This is an optimization exercise on Yosys and OpenROAD, whose aim is small area and a short achievable clock period, not a production implementation.
The RTL was checked by simulation tests, not by an equivalence proof against the original design.
No activity file was given, so power comes from the tool's default toggle rates.

Design rename_unit, start of the top module:
module rename_unit (
  input  wire        clk,
  input  wire        rst,
  input  wire        dispatch_i,
  input  wire [4:0]  req_opa_areg_i,
  input  wire [4:0]  req_opb_areg_i,
  input  wire [4:0]  req_dest_areg_i,
  input  wire        req_is_branch_i,
  input  wire        cdb_valid_i,
  input  wire [5:0]  cdb_preg_i,
  input  wire        retire_i,
  input  wire [5:0]  retire_preg_i,
  input  wire        resolve_i,
  input  wire        mispredict_i,
  output logic [5:0] rsp_opa_preg_o,
  output logic       rsp_opa_rdy_o,
  output logic [5:0] rsp_opb_preg_o,
  output logic       rsp_opb_rdy_o,
  output logic [5:0] rsp_dest_preg_o,
  output logic [5:0] rsp_dest_old_preg_o,
  output logic       stall_o
);
  localparam int NT = 64;
  logic [4:0]  areg_q [NT];
  logic [NT-1:0] vld_q;
  logic [NT-1:0] rdy_q;
  logic [NT-1:0] ck_vld_q  [4];
  logic [5:0]    ck_head_q [4];
  logic          ck_lap_q  [4];
  logic [1:0]    ck_rd_q;
  logic [1:0]    ck_wr_q;
  logic [2:0]    ck_cnt_q;
  logic [5:0]  fifo_q [32];
  logic [5:0]  head_q;
  logic        lap_q;      
  logic [5:0]  tail_q;
  logic        rec_q;      
  logic dest_real, recover, accept, alloc, push, pop, empty, full;
  assign dest_real = (req_dest_areg_i != 5'd31);
  assign recover   = resolve_i & mispredict_i;
  assign pop       = resolve_i & ~mispredict_i;
  assign empty     = (head_q == tail_q);
  assign full      = ck_cnt_q[2];
  assign stall_o   = rec_q | recover | (dest_real & empty) | (req_is_branch_i & full);
  assign accept    = dispatch_i & ~stall_o;
  assign alloc     = accept & dest_real;
  assign push      = accept & req_is_branch_i;
  logic [5:0] free_tag;
  assign free_tag = lap_q ? fifo_q[head_q[4:0]] : {1'b1, head_q[4:0]};
  logic [NT-1:0] m_a, m_b, m_d, new_dec, cdb_dec, rdy_fwd;
  always_comb begin
    for (int t = 0; t < NT; t++) begin
      if (t == 31) begin
        m_a[t] = (req_opa_areg_i == 5'd31);
        m_b[t] = (req_opb_areg_i == 5'd31);
        m_d[t] = (req_dest_areg_i == 5'd31);
      end else begin
  ...
clock: 8.0 ns
lec_check: 0
cap_margin: 20
core_margin: 2
core_utilization: 70
place_density: 0.75
setup_slack_margin: 3.5
slew_margin: 20
run.sh (not shown) runs the stock make flow with config.mk's settings and CLKGATE_MAP_FILE= SYNTH_SCRIPT=/design/flow/synth_recipe.tcl, a recipe that flattens the netlist after the stock synthesis.
The baseline ended with an error in global routing (5_1_grt).
==> next run, changes <==
- CORE_UTILIZATION: 70 -> 40
- PLACE_DENSITY: 0.75 -> default
- SETUP_SLACK_MARGIN: 3.5 -> default
Now the flow completed without violations.
Synthesized cell count is unchanged.
Synthesized area stays the same.
==> next run, changes <==
- ABC_CLOCK_PERIOD_IN_PS: default -> 4000
- SETUP_SLACK_MARGIN: default -> 3.5
Outcome: The changed run finished clean. Routed wire length went up by roughly a tenth. Total power went up by a few percent. Worst hold slack improves by 0.0047 ns. Cell area went up by roughly a tenth. First-iteration DRC count went up by a quarter to a third. Critical path depth stays the same. Fmax went up by a quarter to a third. Count of clock-buffer cells in the layout went down by 12. Sequential power is about the same. Final cell count went up by a few percent.

---

Starting RTL as in the previous note.
clock: 8.0 ns
lec_check: 0
cap_margin: 20
core_margin: 2
core_utilization: 60
setup_slack_margin: 3.5
slew_margin: 20
Rerun with:
--- a/flow/config.mk
+++ b/flow/config.mk
@@ -9,4 +9,5 @@
 export CORE_MARGIN = 2
-export CORE_UTILIZATION = 60
-export SETUP_SLACK_MARGIN = 3.5
+export CORE_UTILIZATION = 40
+export SETUP_SLACK_MARGIN = 4.0
 export SLEW_MARGIN = 20
+export TNS_END_PERCENT = 5
The new run completed without violations; setup slack gains 0.034 ns; die area is higher by 49%; cell count is higher by about 10%; maximum frequency is higher by 0.59%; utilization is lower by 24 points; via count is lower by 3.1%; register-to-register slack loses 0.21 ns; routed wire length is higher by 2.9%; sequential power stays flat; worst hold slack loses 0.011 ns.
Rerun with:
--- a/flow/config.mk
+++ b/flow/config.mk
@@ -9,5 +9,5 @@
 export CORE_MARGIN = 2
-export CORE_UTILIZATION = 40
-export SETUP_SLACK_MARGIN = 4.0
+export CORE_UTILIZATION = 55
+export PLACE_DENSITY = 0.75
+export SETUP_SLACK_MARGIN = 3.5
 export SLEW_MARGIN = 20
-export TNS_END_PERCENT = 5
After rerunning: The changed run produced a clean layout; cell area went down by 3.2%; count of clock-buffer cells in the layout drops by 7; routed wire length decreases by 4.5%; cell count falls by 8.1%; setup slack is worse by 0.011 ns; area after synthesis is unchanged.

---

rename_unit, a different RTL version from the one above (not shown whole).
For scale: about 4200 cells after synthesis, about 940 flip-flops, about 62 I/O pins, about 48000 um2 of cells after synthesis.
Settings: LEC_CHECK=0, CAP_MARGIN=20, CORE_MARGIN=2, CORE_UTILIZATION=55, CTS_CLUSTER_DIAMETER=60, CTS_CLUSTER_SIZE=30, PLACE_DENSITY=0.75, SETUP_SLACK_MARGIN=3.5, SLEW_MARGIN=20; clock period 8.0 ns.
Then changed:
CORE_UTILIZATION = 40   (was 55)
CTS_CLUSTER_DIAMETER = not set   (was 60)
CTS_CLUSTER_SIZE = not set   (was 30)
PLACE_DENSITY = not set   (was 0.75)
Result: Final cell count went up by 9.8%. Total power went up by 7.6%. Routed wire length went up by 4.4%. Sequential cell count stays the same.
Then changed:
CORE_UTILIZATION = 55   (was 40)
PLACE_DENSITY = 0.75   (was not set)
Effect:
- The new run finished with timing, DRC and antenna clean
- final area fell by 0.59%
- via count climbs by 4.8%
- die area shrinks by 27%
- total power falls by 1.3%
- count of clock-buffer cells in the layout drops by 4
- routed wire length went down by 1.3%
- sequential share of layout area came out higher by 0.24 points
- clock skew decreases by 0.021 ns
- hold slack improves by 0.012 ns
Then changed:
CORE_UTILIZATION = 60   (was 55)
CTS_CLUSTER_DIAMETER = 70   (was not set)
CTS_CLUSTER_SIZE = 25   (was not set)
Final area shrinks by 3.6%.
Cell count shrinks by 3.0%.
Die area shrinks by 8.2%.
Then changed:
CORE_UTILIZATION = 55   (was 60)
What happened:
- non-clock buffer count came out lower by 25
- cell area is about the same
- total power rises by 2.1%
- wire length drops by about 2.3%
- setup slack gets worse by 0.0066 ns
Then changed:
CTS_CLUSTER_DIAMETER = not set   (was 70)
CTS_CLUSTER_SIZE = not set   (was 25)
SETUP_SLACK_MARGIN = 3.0   (was 3.5)
The new run completed without violations.
Synthesized cell count does not change.
Final area rose by 1.4%.
Final cell count grows by 1.0%.
Maximum frequency came out lower by 1.1%.
Via count increases by 1.8%.
Sequential cell count is unchanged.
Clock-buffer cell count climbs by 54.
First-iteration DRC count decreases by 2.0%.
Register-to-register slack improves by 0.14 ns.

---

== the previous run ==
The RTL this note starts from:
==> flow/design.v <==
`default_nettype none
package rename_pkg;
  localparam int NUM_AREG   = 32;   
  localparam int NUM_PREG   = 64;   
  localparam int FREE_DEPTH = 32;   
  localparam int BR_DEPTH   = 4;    
  localparam int ZERO_AREG  = 31;   
  localparam int AW         = 5;    
  localparam int PW         = 6;    
  localparam int FW         = 6;    
  localparam int BW         = 2;    
endpackage
`default_nettype wire
`timescale 1ns/10ps
`default_nettype none
module rename_unit (
  input  wire        clk,
  input  wire        rst,
  input  wire        dispatch_i,
  input  wire [4:0]  req_opa_areg_i,
  input  wire [4:0]  req_opb_areg_i,
  input  wire [4:0]  req_dest_areg_i,
  input  wire        req_is_branch_i,
  input  wire        cdb_valid_i,
  input  wire [5:0]  cdb_preg_i,
  input  wire        retire_i,
  input  wire [5:0]  retire_preg_i,
  input  wire        resolve_i,
  input  wire        mispredict_i,
  output logic [5:0] rsp_opa_preg_o,
  output logic       rsp_opa_rdy_o,
  output logic [5:0] rsp_opb_preg_o,
  output logic       rsp_opb_rdy_o,
  output logic [5:0] rsp_dest_preg_o,
  output logic [5:0] rsp_dest_old_preg_o,
  output logic       stall_o
);
  localparam int NT = 64;
  logic [4:0]  areg_q [NT];
  logic [NT-1:0] vld_q;
  logic [NT-1:0] rdy_q;
  logic [NT-1:0] ck_vld_q  [4];
  logic [5:0]    ck_head_q [4];
  logic          ck_lap_q  [4];
  logic [1:0]    ck_rd_q;
  logic [1:0]    ck_wr_q;
  logic [2:0]    ck_cnt_q;
  logic [5:0]  fifo_q [32];
  logic [5:0]  head_q;
  logic        lap_q;      
  logic [5:0]  tail_q;
  logic        rec_q;      
  logic dest_real, recover, accept, alloc, push, pop, empty, full;
  assign dest_real = (req_dest_areg_i != 5'd31);
  assign recover   = resolve_i & mispredict_i;
  assign pop       = resolve_i & ~mispredict_i;
  assign empty     = (head_q == tail_q);
  assign full      = ck_cnt_q[2];
  assign stall_o   = rec_q | recover | (dest_real & empty) | (req_is_branch_i & full);
  assign accept    = dispatch_i & ~stall_o;
  assign alloc     = accept & dest_real;
  assign push      = accept & req_is_branch_i;
  logic [5:0] free_tag;
  assign free_tag = lap_q ? fifo_q[head_q[4:0]] : {1'b1, head_q[4:0]};
  logic [NT-1:0] m_a, m_b, m_d, new_dec, cdb_dec, rdy_fwd;
  always_comb begin
    for (int t = 0; t < NT; t++) begin
      if (t == 31) begin
        m_a[t] = (req_opa_areg_i == 5'd31);
        m_b[t] = (req_opb_areg_i == 5'd31);
        m_d[t] = (req_dest_areg_i == 5'd31);
      end else begin
        m_a[t] = vld_q[t] & (areg_q[t] == req_opa_areg_i);
        m_b[t] = vld_q[t] & (areg_q[t] == req_opb_areg_i);
        m_d[t] = vld_q[t] & (areg_q[t] == req_dest_areg_i);
      end
      new_dec[t] = (free_tag == 6'(t));
      cdb_dec[t] = cdb_valid_i & (cdb_preg_i == 6'(t));
      rdy_fwd[t] = (t == 31) ? 1'b1 : (rdy_q[t] | cdb_dec[t]);
    end
  end
  always_comb begin
    rsp_opa_preg_o      = '0;
    rsp_opb_preg_o      = '0;
    rsp_dest_old_preg_o = '0;
    rsp_opa_rdy_o       = 1'b0;
    rsp_opb_rdy_o       = 1'b0;
    for (int t = 0; t < NT; t++) begin
      rsp_opa_preg_o      = rsp_opa_preg_o      | ({6{m_a[t]}} & 6'(t));
      rsp_opb_preg_o      = rsp_opb_preg_o      | ({6{m_b[t]}} & 6'(t));
      rsp_dest_old_preg_o = rsp_dest_old_preg_o | ({6{m_d[t]}} & 6'(t));
      rsp_opa_rdy_o       = rsp_opa_rdy_o | (m_a[t] & rdy_fwd[t]);
      rsp_opb_rdy_o       = rsp_opb_rdy_o | (m_b[t] & rdy_fwd[t]);
    end
  end
  assign rsp_dest_preg_o = dest_real ? free_tag : 6'd31;
  logic [NT-1:0] vld_upd;    
  always_comb begin
    for (int t = 0; t < NT; t++)
      vld_upd[t] = (t == 31) ? 1'b1 : ((vld_q[t] & ~(alloc & m_d[t])) | (alloc & new_dec[t]));
  end
  always_ff @(posedge clk) begin
    for (int t = 0; t < NT; t++) begin
      if (t != 31) begin
        if (rst) begin
          vld_q[t] <= (t < 32);
          rdy_q[t] <= 1'b1;
        end else begin
          vld_q[t] <= recover ? ck_vld_q[ck_rd_q][t] : vld_upd[t];
          rdy_q[t] <= rdy_fwd[t] & ~(alloc & new_dec[t]);
        end
      end
    end
  end
  always_ff @(posedge clk) begin
    for (int t = 0; t < NT; t++) begin
      if (t != 31) begin
        if (t < 32 && rst) areg_q[t] <= 5'(t);
        else if (alloc & new_dec[t]) areg_q[t] <= req_dest_areg_i;
      end
    end
  end
  logic [5:0] head_nx;
  logic       lap_nx;
  always_comb begin
    head_nx = head_q + 6'(alloc);
    lap_nx  = lap_q | (alloc & (head_q[4:0] == 5'd31));
  end
  always_ff @(posedge clk) begin
    if (rst) begin
      head_q <= 6'd0;
      lap_q  <= 1'b0;
      tail_q <= 6'd32;
    end else begin
      head_q <= recover ? ck_head_q[ck_rd_q] : head_nx;
      lap_q  <= recover ? ck_lap_q[ck_rd_q]  : lap_nx;
      tail_q <= tail_q + 6'(retire_i);
    end
  end
  always_ff @(posedge clk) begin
    for (int i = 0; i < 32; i++)
      if (retire_i && tail_q[4:0] == 5'(i)) fifo_q[i] <= retire_preg_i;
  end
  always_ff @(posedge clk) begin
    for (int e = 0; e < 4; e++) begin
      if (push && ck_wr_q == 2'(e)) begin
        ck_vld_q[e]  <= vld_upd;
        ck_head_q[e] <= head_nx;
        ck_lap_q[e]  <= lap_nx;
      end
    end
  end
  always_ff @(posedge clk) begin
    if (rst) begin
      ck_rd_q  <= 2'd0;
      ck_wr_q  <= 2'd0;
      ck_cnt_q <= 3'd0;
      rec_q    <= 1'b0;
    end else begin
      rec_q <= recover;
      if (recover) begin
        ck_rd_q  <= ck_wr_q;
        ck_cnt_q <= 3'd0;
      end else begin
        ck_wr_q  <= ck_wr_q + 2'(push);
        ck_rd_q  <= ck_rd_q + 2'(pop);
        ck_cnt_q <= ck_cnt_q + 3'(push) - 3'(pop);
      end
    end
  end
endmodule
`default_nettype wire
clock: 8.0 ns
lec_check: 0
cap_margin: 20
core_margin: 2
core_utilization: 40
setup_slack_margin: 3.5
slew_margin: 20
tns_end_percent: 10
The previous run did not stop at any stage, and its layout met the timing, design-rule and antenna checks.
[inputs] the current run vs the previous run
- a deleted TNS_END_PERCENT that had been 10
[summary]
The current run finished every step from synthesis to the final layout, and the layout passed the timing, design-rule and antenna checks.
When the current run is measured against the previous run, its data-path buffer share of cell area in the final layout turns out 0.26 points lower.
Comparing the current run and the previous run, the higher combinational power share was measured on the current run.
Between the current run and the previous run, total power is higher for the previous run, the current run comes in under that.
Summary — reported leakage power, the current run relative to the previous run: lower, by about 0.7%.
Across both runs, routed length on met2 was lower for the current run than for the previous run.
Relative to the previous run, clock share of power has gone down in the current run.

re-timing with driven ports:
Ports are ideal in the flow. The routed layouts listed here were re-timed in OpenROAD.
Step 1 sets driving cells, clkbuf_16 on the clock port and buf_2 on the other inputs (assumed; they add their load-dependent delay and slew).
Step 2 times the ports against the registers' clock, not the clock port: input delays grow and output delays shrink by t, the midpoint of the rising clock arrivals with the driver on.
a / b / c = ideal / step 1 / step 2; a / b = the first two.
run	t, ns	setup WS [ns]	worst register clock-pin slew, ns	worst slew at a driven data input, ns
the second run of note 1	0.818	0.642 / 0.590 / 0.590	0.07 / 0.07	0.05
the third run of note 1	0.798	2.389 / 2.011 / 2.011	0.07 / 0.07	0.48
the first run of note 2	0.752	2.251 / 1.959 / 1.959	0.07 / 0.07	0.33
the second run of note 2	0.802	2.284 / 1.933 / 1.933	0.07 / 0.07	0.43
the third run of note 2	0.788	2.273 / 1.859 / 1.859	0.07 / 0.07	0.45
the first run of note 3	0.760	2.270 / 1.953 / 1.953	0.11 / 0.11	0.38
the second run of note 3	0.817	2.320 / 1.943 / 1.943	0.07 / 0.07	0.55
the third run of note 3	0.794	2.253 / 1.961 / 1.961	0.08 / 0.08	0.36
the fourth run of note 3	0.747	2.270 / 2.037 / 2.037	0.11 / 0.11	0.54
the fifth run of note 3	0.773	2.264 / 1.979 / 1.979	0.11 / 0.11	0.36
the sixth run of note 3	0.775	2.202 / 2.014 / 2.014	0.07 / 0.07	0.35
the previous run	0.793	2.267 / 1.915 / 1.915	0.07 / 0.07	0.43
the current run	0.798	2.389 / 2.011 / 2.011	0.07 / 0.07	0.48
After both steps setup and hold are still met in every run listed. The setup slack of the third run of note 2, which loses most, moves by -0.414 ns with the drivers and by -0.414 ns with both steps.
